What follows belongs to an exercise in optimizing a design on an open flow for small area and a short achievable clock period; a production flow would make more cautious choices. In this exercise RTL edits were held to simulation tests only and were not proved equivalent to the original. Power figures rest on the tool's default switching activity, not on a simulated workload.

Setup of the reference run:
==> flow/design.v (excerpt) <==
module noc_router (
    input  logic        clk,
    input  logic        rst,
    input  logic [2:0]  CONST_localx,
    input  logic [2:0]  CONST_localy,
    input  logic [31:0] data_n_in,
    input  logic [31:0] data_s_in,
    input  logic [31:0] data_w_in,
    input  logic [31:0] data_e_in,
    input  logic [31:0] data_p_in,
    input  logic [4:0]  data_void_in,
    input  logic [4:0]  stop_in,
    output logic [31:0] data_n_out,
    output logic [31:0] data_s_out,
    output logic [31:0] data_w_out,
    output logic [31:0] data_e_out,
    output logic [31:0] data_p_out,
    output logic [4:0]  data_void_out,
    output logic [4:0]  stop_out
);
Size in the first run: roughly 3300 cells after synthesis, roughly 1100 flip-flops, ~350 I/O pins, about 0.044 mm² of cells after synthesis.
==> module noc_router, before the edit <==
module noc_router (
    input  logic        clk,
    input  logic        rst,
    input  logic [2:0]  CONST_localx,
    input  logic [2:0]  CONST_localy,
    input  logic [31:0] data_n_in,
    input  logic [31:0] data_s_in,
    input  logic [31:0] data_w_in,
    input  logic [31:0] data_e_in,
    input  logic [31:0] data_p_in,
    input  logic [4:0]  data_void_in,
    input  logic [4:0]  stop_in,
    output logic [31:0] data_n_out,
    output logic [31:0] data_s_out,
    output logic [31:0] data_w_out,
    output logic [31:0] data_e_out,
    output logic [31:0] data_p_out,
    output logic [4:0]  data_void_out,
    output logic [4:0]  stop_out
);
    function automatic logic [4:0] xy_route(input logic [31:0] flit,
                                            input logic [2:0] lx,
                                            input logic [2:0] ly);
        logic [2:0] dx;
        logic [2:0] dy;
        dx = flit[23:21];
        dy = flit[20:18];
        xy_route[3] = (dx > lx);
        xy_route[2] = (dx < lx);
        xy_route[0] = (dx == lx) && (dy < ly);
        xy_route[1] = (dx == lx) && (dy > ly);
        xy_route[4] = (dx == lx) && (dy == ly);
    endfunction
    logic [31:0] din [5];
    logic [31:0] f_r [5];         
    logic [31:0] b_r [5][4];      
    logic [1:0]  rd_r [5];        
    logic [1:0]  wr_r [5];        
    logic [4:0]  th_r [5];        
    logic [4:0]  go_r;            
    logic [4:0]  act_r;           
    logic [4:0]  tgt_r [5];       
    logic [31:0] od_r [5];
    logic [4:0]  ov_r;
    logic [4:0]  low_r [5];       
    logic [4:0]  ne_s, disc_s, push_s, pop_s, ldf_s, act_n_s;
    logic [4:0]  ld_s, has_s, hgnt_s, busy_s;
    logic [4:0]  hreq_s [5];      
    logic [4:0]  gnt_s [5];       
    logic [31:0] cand_s [5];
    logic [31:0] od_n_s [5];
    logic [31:0] f_n_s [5];
    assign din[0] = data_n_in;
    assign din[1] = data_s_in;
    assign din[2] = data_w_in;
    assign din[3] = data_e_in;
    assign din[4] = data_p_in;
    always_comb begin
        for (int i = 0; i < 5; i++) begin
            ne_s[i]   = th_r[i][0];
            disc_s[i] = ne_s[i] && !act_r[i] && !f_r[i][31];
            push_s[i] = !data_void_in[i] && go_r[i];
        end
        for (int o = 0; o < 5; o++) begin
            ld_s[o]   = !ov_r[o] || !stop_in[o];
            busy_s[o] = 1'b0;
            for (int i = 0; i < 5; i++) begin
                busy_s[o]    = busy_s[o] | (act_r[i] & tgt_r[i][o]);
                hreq_s[o][i] = ne_s[i] && !act_r[i] && f_r[i][31] && tgt_r[i][o];
            end
        end
        for (int o = 0; o < 5; o++) begin
            for (int i = 0; i < 5; i++) begin
                logic kill;
                kill = 1'b0;
                for (int j = 0; j < 5; j++) begin
                    if (j < i) begin
                        kill = kill | (hreq_s[o][j] & (!low_r[o][j] | low_r[o][i]));
                    end else if (j > i) begin
                        kill = kill | (hreq_s[o][j] & !low_r[o][j] & low_r[o][i]);
                    end
                end
                gnt_s[o][i] = (ne_s[i] && act_r[i] && tgt_r[i][o]) ||
                              (!busy_s[o] && hreq_s[o][i] && !kill);
            end
            has_s[o]  = (gnt_s[o] != 5'b00000);
            hgnt_s[o] = !busy_s[o] && (hreq_s[o] != 5'b00000);
            od_n_s[o] = od_r[o] & {32{!ld_s[o]}};
            for (int i = 0; i < 5; i++) begin
                od_n_s[o] = od_n_s[o] | (f_r[i] & {32{gnt_s[o][i] & ld_s[o]}});
            end
        end
        for (int i = 0; i < 5; i++) begin
            logic sent;
            sent = 1'b0;
            for (int o = 0; o < 5; o++) begin
                sent = sent | (gnt_s[o][i] & ld_s[o]);
            end
            pop_s[i]  = disc_s[i] | sent;
            ldf_s[i]  = pop_s[i] || !th_r[i][0];
            cand_s[i] = din[i] & {32{!th_r[i][1]}};
            for (int k = 0; k < 4; k++) begin
                cand_s[i] = cand_s[i] | (b_r[i][k] & {32{th_r[i][1] && rd_r[i] == 2'(k)}});
            end
            f_n_s[i] = ldf_s[i] ? cand_s[i] : f_r[i];
            if (pop_s[i]) begin
                act_n_s[i] = act_r[i] ? !f_r[i][30] : (f_r[i][31] && !f_r[i][30]);
            end else begin
                act_n_s[i] = act_r[i];
            end
        end
    end
    always_ff @(posedge clk or negedge rst) begin
        if (!rst) begin
            for (int i = 0; i < 5; i++) begin
                th_r[i] <= 5'b00000;
                rd_r[i] <= 2'd0;
                wr_r[i] <= 2'd0;
            end
            go_r   <= 5'b00000;
            act_r  <= 5'b00000;
        end else begin
            for (int i = 0; i < 5; i++) begin
                if (push_s[i] && !pop_s[i]) begin
                    th_r[i] <= {th_r[i][3:0], 1'b1};
                end else if (pop_s[i] && !push_s[i]) begin
                    th_r[i] <= {1'b0, th_r[i][4:1]};
                end
                go_r[i]   <= pop_s[i] || !(th_r[i][4] || (th_r[i][3] && push_s[i]));
                if (pop_s[i] && (th_r[i][1] || push_s[i])) begin
                    rd_r[i] <= rd_r[i] + 2'd1;
                end
                if (push_s[i] && th_r[i][0]) begin
                    wr_r[i] <= wr_r[i] + 2'd1;
                end
                act_r[i] <= act_n_s[i];
            end
        end
    end
    always_ff @(posedge clk) begin
        for (int i = 0; i < 5; i++) begin
            f_r[i] <= f_n_s[i];
            if (ldf_s[i] && !act_n_s[i]) begin
                tgt_r[i] <= xy_route(cand_s[i], CONST_localx, CONST_localy);
            end
            for (int k = 0; k < 4; k++) begin
                if (go_r[i] && th_r[i][0] && wr_r[i] == 2'(k)) begin
                    b_r[i][k] <= din[i];
                end
            end
        end
    end
    always_ff @(posedge clk or negedge rst) begin
        if (!rst) begin
            ov_r <= 5'b00000;
            for (int o = 0; o < 5; o++) begin
                low_r[o] <= 5'b00000;
            end
        end else begin
            for (int o = 0; o < 5; o++) begin
                if (ld_s[o]) begin
                    ov_r[o] <= has_s[o];
                    if (hgnt_s[o]) begin
                        for (int k = 0; k < 5; k++) begin
                            logic after;
                            after = 1'b0;
                            for (int i = 0; i < k; i++) begin
                                after = after | gnt_s[o][i];
                            end
                            low_r[o][k] <= !(after | gnt_s[o][4]);
                        end
                    end
                end
            end
        end
    end
    always_ff @(posedge clk) begin
        for (int o = 0; o < 5; o++) begin
            od_r[o] <= od_n_s[o];
        end
    end
    assign data_n_out    = od_r[0];
    assign data_s_out    = od_r[1];
    assign data_w_out    = od_r[2];
    assign data_e_out    = od_r[3];
    assign data_p_out    = od_r[4];
    assign data_void_out = ~ov_r;
    assign stop_out      = ~go_r;
endmodule
==> flow/config.mk <==
export PLATFORM = sky130hd
export DESIGN_NAME = noc_router
export DESIGN_NICKNAME = noc_router
export VERILOG_FILES = /design/flow/design.v
export SDC_FILE = /design/flow/constraint.sdc
export NUM_CORES = 8
export LEC_CHECK = 0
export CAP_MARGIN = 20
export CORE_MARGIN = 2
export CORE_UTILIZATION = 50
export PLACE_DENSITY = 0.55
export SETUP_SLACK_MARGIN = 5
export SLEW_MARGIN = 20
==> flow/constraint.sdc <==
create_clock -name core_clock -period 10.0 [get_ports {clk}]
set_input_delay 2.0000 -clock core_clock [delete_from_list [all_inputs] [get_ports {clk}]]
set_output_delay 2.0000 -clock core_clock [all_outputs]
set_load 0.01 [all_outputs]
standard.sh (not shown) runs the stock make flow with config.mk's settings and CLKGATE_MAP_FILE= SYNTH_SCRIPT=/design/flow/synth_recipe.tcl, a recipe that flattens the netlist after the stock synthesis.
==> flow/flow/run.sh <==
#!/bin/bash
set -euo pipefail
bash standard.sh SETUP_SLACK_MARGIN=6.72 \
  "BUFFER_PORTS_ARGS=-buffer_cell sky130_fd_sc_hd__buf_1" \
  "CTS_ARGS=-sink_clustering_enable -repair_clock_nets -sink_clustering_size 25 -sink_clustering_max_diameter 70 -dont_use_dummy_load" \
  finish > standard_flow.log 2>&1
Edits applied to the flow inputs when going from the reference run to the trial run:
diff --git a/flow/design.v b/flow/design.v
--- a/flow/design.v
+++ b/flow/design.v
@@ -37,5 +37,6 @@
     logic [1:0]  rd_r [5];        
     logic [1:0]  wr_r [5];        
-    logic [4:0]  th_r [5];        
+    logic [3:0]  th_r [5];        
+    logic [4:0]  full_s;          
     logic [4:0]  go_r;            
     logic [4:0]  act_r;           
@@ -43,8 +44,9 @@
     logic [31:0] od_r [5];
     logic [4:0]  ov_r;
-    logic [4:0]  low_r [5];       
+    logic [3:0]  low_r [5];       
     logic [4:0]  ne_s, disc_s, push_s, pop_s, ldf_s, act_n_s;
     logic [4:0]  ld_s, has_s, hgnt_s, busy_s;
     logic [4:0]  hreq_s [5];      
+    logic [4:0]  lowx_s [5];      
     logic [4:0]  gnt_s [5];       
     logic [31:0] cand_s [5];
@@ -61,4 +63,5 @@
             disc_s[i] = ne_s[i] && !act_r[i] && !f_r[i][31];
             push_s[i] = !data_void_in[i] && go_r[i];
+            full_s[i] = !go_r[i] && th_r[i][3];
         end
         for (int o = 0; o < 5; o++) begin
@@ -71,4 +74,5 @@
         end
         for (int o = 0; o < 5; o++) begin
+            lowx_s[o] = {1'b0, low_r[o]};
             for (int i = 0; i < 5; i++) begin
                 logic kill;
@@ -76,7 +80,7 @@
                 for (int j = 0; j < 5; j++) begin
                     if (j < i) begin
-                        kill = kill | (hreq_s[o][j] & (!low_r[o][j] | low_r[o][i]));
+                        kill = kill | (hreq_s[o][j] & (!lowx_s[o][j] | lowx_s[o][i]));
                     end else if (j > i) begin
-                        kill = kill | (hreq_s[o][j] & !low_r[o][j] & low_r[o][i]);
+                        kill = kill | (hreq_s[o][j] & !lowx_s[o][j] & lowx_s[o][i]);
                     end
                 end
@@ -114,5 +118,5 @@
         if (!rst) begin
             for (int i = 0; i < 5; i++) begin
-                th_r[i] <= 5'b00000;
+                th_r[i] <= 4'b0000;
                 rd_r[i] <= 2'd0;
                 wr_r[i] <= 2'd0;
@@ -123,9 +127,9 @@
             for (int i = 0; i < 5; i++) begin
                 if (push_s[i] && !pop_s[i]) begin
-                    th_r[i] <= {th_r[i][3:0], 1'b1};
+                    th_r[i] <= {th_r[i][2:0], 1'b1};
                 end else if (pop_s[i] && !push_s[i]) begin
-                    th_r[i] <= {1'b0, th_r[i][4:1]};
+                    th_r[i] <= {full_s[i], th_r[i][3:1]};
                 end
-                go_r[i]   <= pop_s[i] || !(th_r[i][4] || (th_r[i][3] && push_s[i]));
+                go_r[i]   <= pop_s[i] || !(full_s[i] || (th_r[i][3] && push_s[i]));
                 if (pop_s[i] && (th_r[i][1] || push_s[i])) begin
                     rd_r[i] <= rd_r[i] + 2'd1;
@@ -155,5 +159,5 @@
             ov_r <= 5'b00000;
             for (int o = 0; o < 5; o++) begin
-                low_r[o] <= 5'b00000;
+                low_r[o] <= 4'b0000;
             end
         end else begin
@@ -162,5 +166,5 @@
                     ov_r[o] <= has_s[o];
                     if (hgnt_s[o]) begin
-                        for (int k = 0; k < 5; k++) begin
+                        for (int k = 0; k < 4; k++) begin
                             logic after;
                             after = 1'b0;
==> results.txt <==
For the trial run and the reference run, there was not a single run that failed to finish clean.
Against the reference run, the trial run comes in 31 higher on number of nets in the layout.
Against the reference run, number of global-route vias before repair in the trial run rose slightly.
Area after detailed placement of the trial run is on par with the reference run.
[diff] total power after layout, the trial run relative to the reference run: improvement
Sort the trial run and the reference run by global-route usage asc -> top: the reference run
Taking the reference run as the reference, in the trial run instance count of the mapped netlist went up, clock power did not really move, area added between synthesis and finish did not really move, first-pass GRT wire length went up.
Compared with the reference run, the trial run degrades post-route minimum period.
The total number of vias of the trial run was inferior to that of the reference run.
Mean routed wirelength per cell, the trial run and the reference run: smaller value in the reference run
On the trial run: clock-buffer cell count is 1 lower than what the reference run gave.

separate check: timing with driven ports:
The results above use ideal ports. As a check the final layouts listed here were re-extracted and re-timed, cells and wires unchanged. Step 1, drivers: a clkbuf_16 drives clk and a buf_2 each remaining input, both assumed. Step 2 also shifts input and output timing later by t, the mid clock arrival at the registers, as if the neighbouring blocks saw the same clock. a / b / c = ideal / step 1 / step 2; a / b = the first two.
run	t, ns	setup WS [ns]	worst setup path at the end	worst data-port slew with drivers (ns)	pins driven straight from the clock port
the reference run	0.740	6.565 / 6.569 / 5.829	input to register	0.07	1
the trial run	0.723	6.542 / 6.561 / 5.838	input to register	0.08	1
After both steps every run listed still meets setup and hold. For the reference run, which loses most, drivers alone change the setup slack by +0.004 ns; drivers and shift together by -0.736 ns.
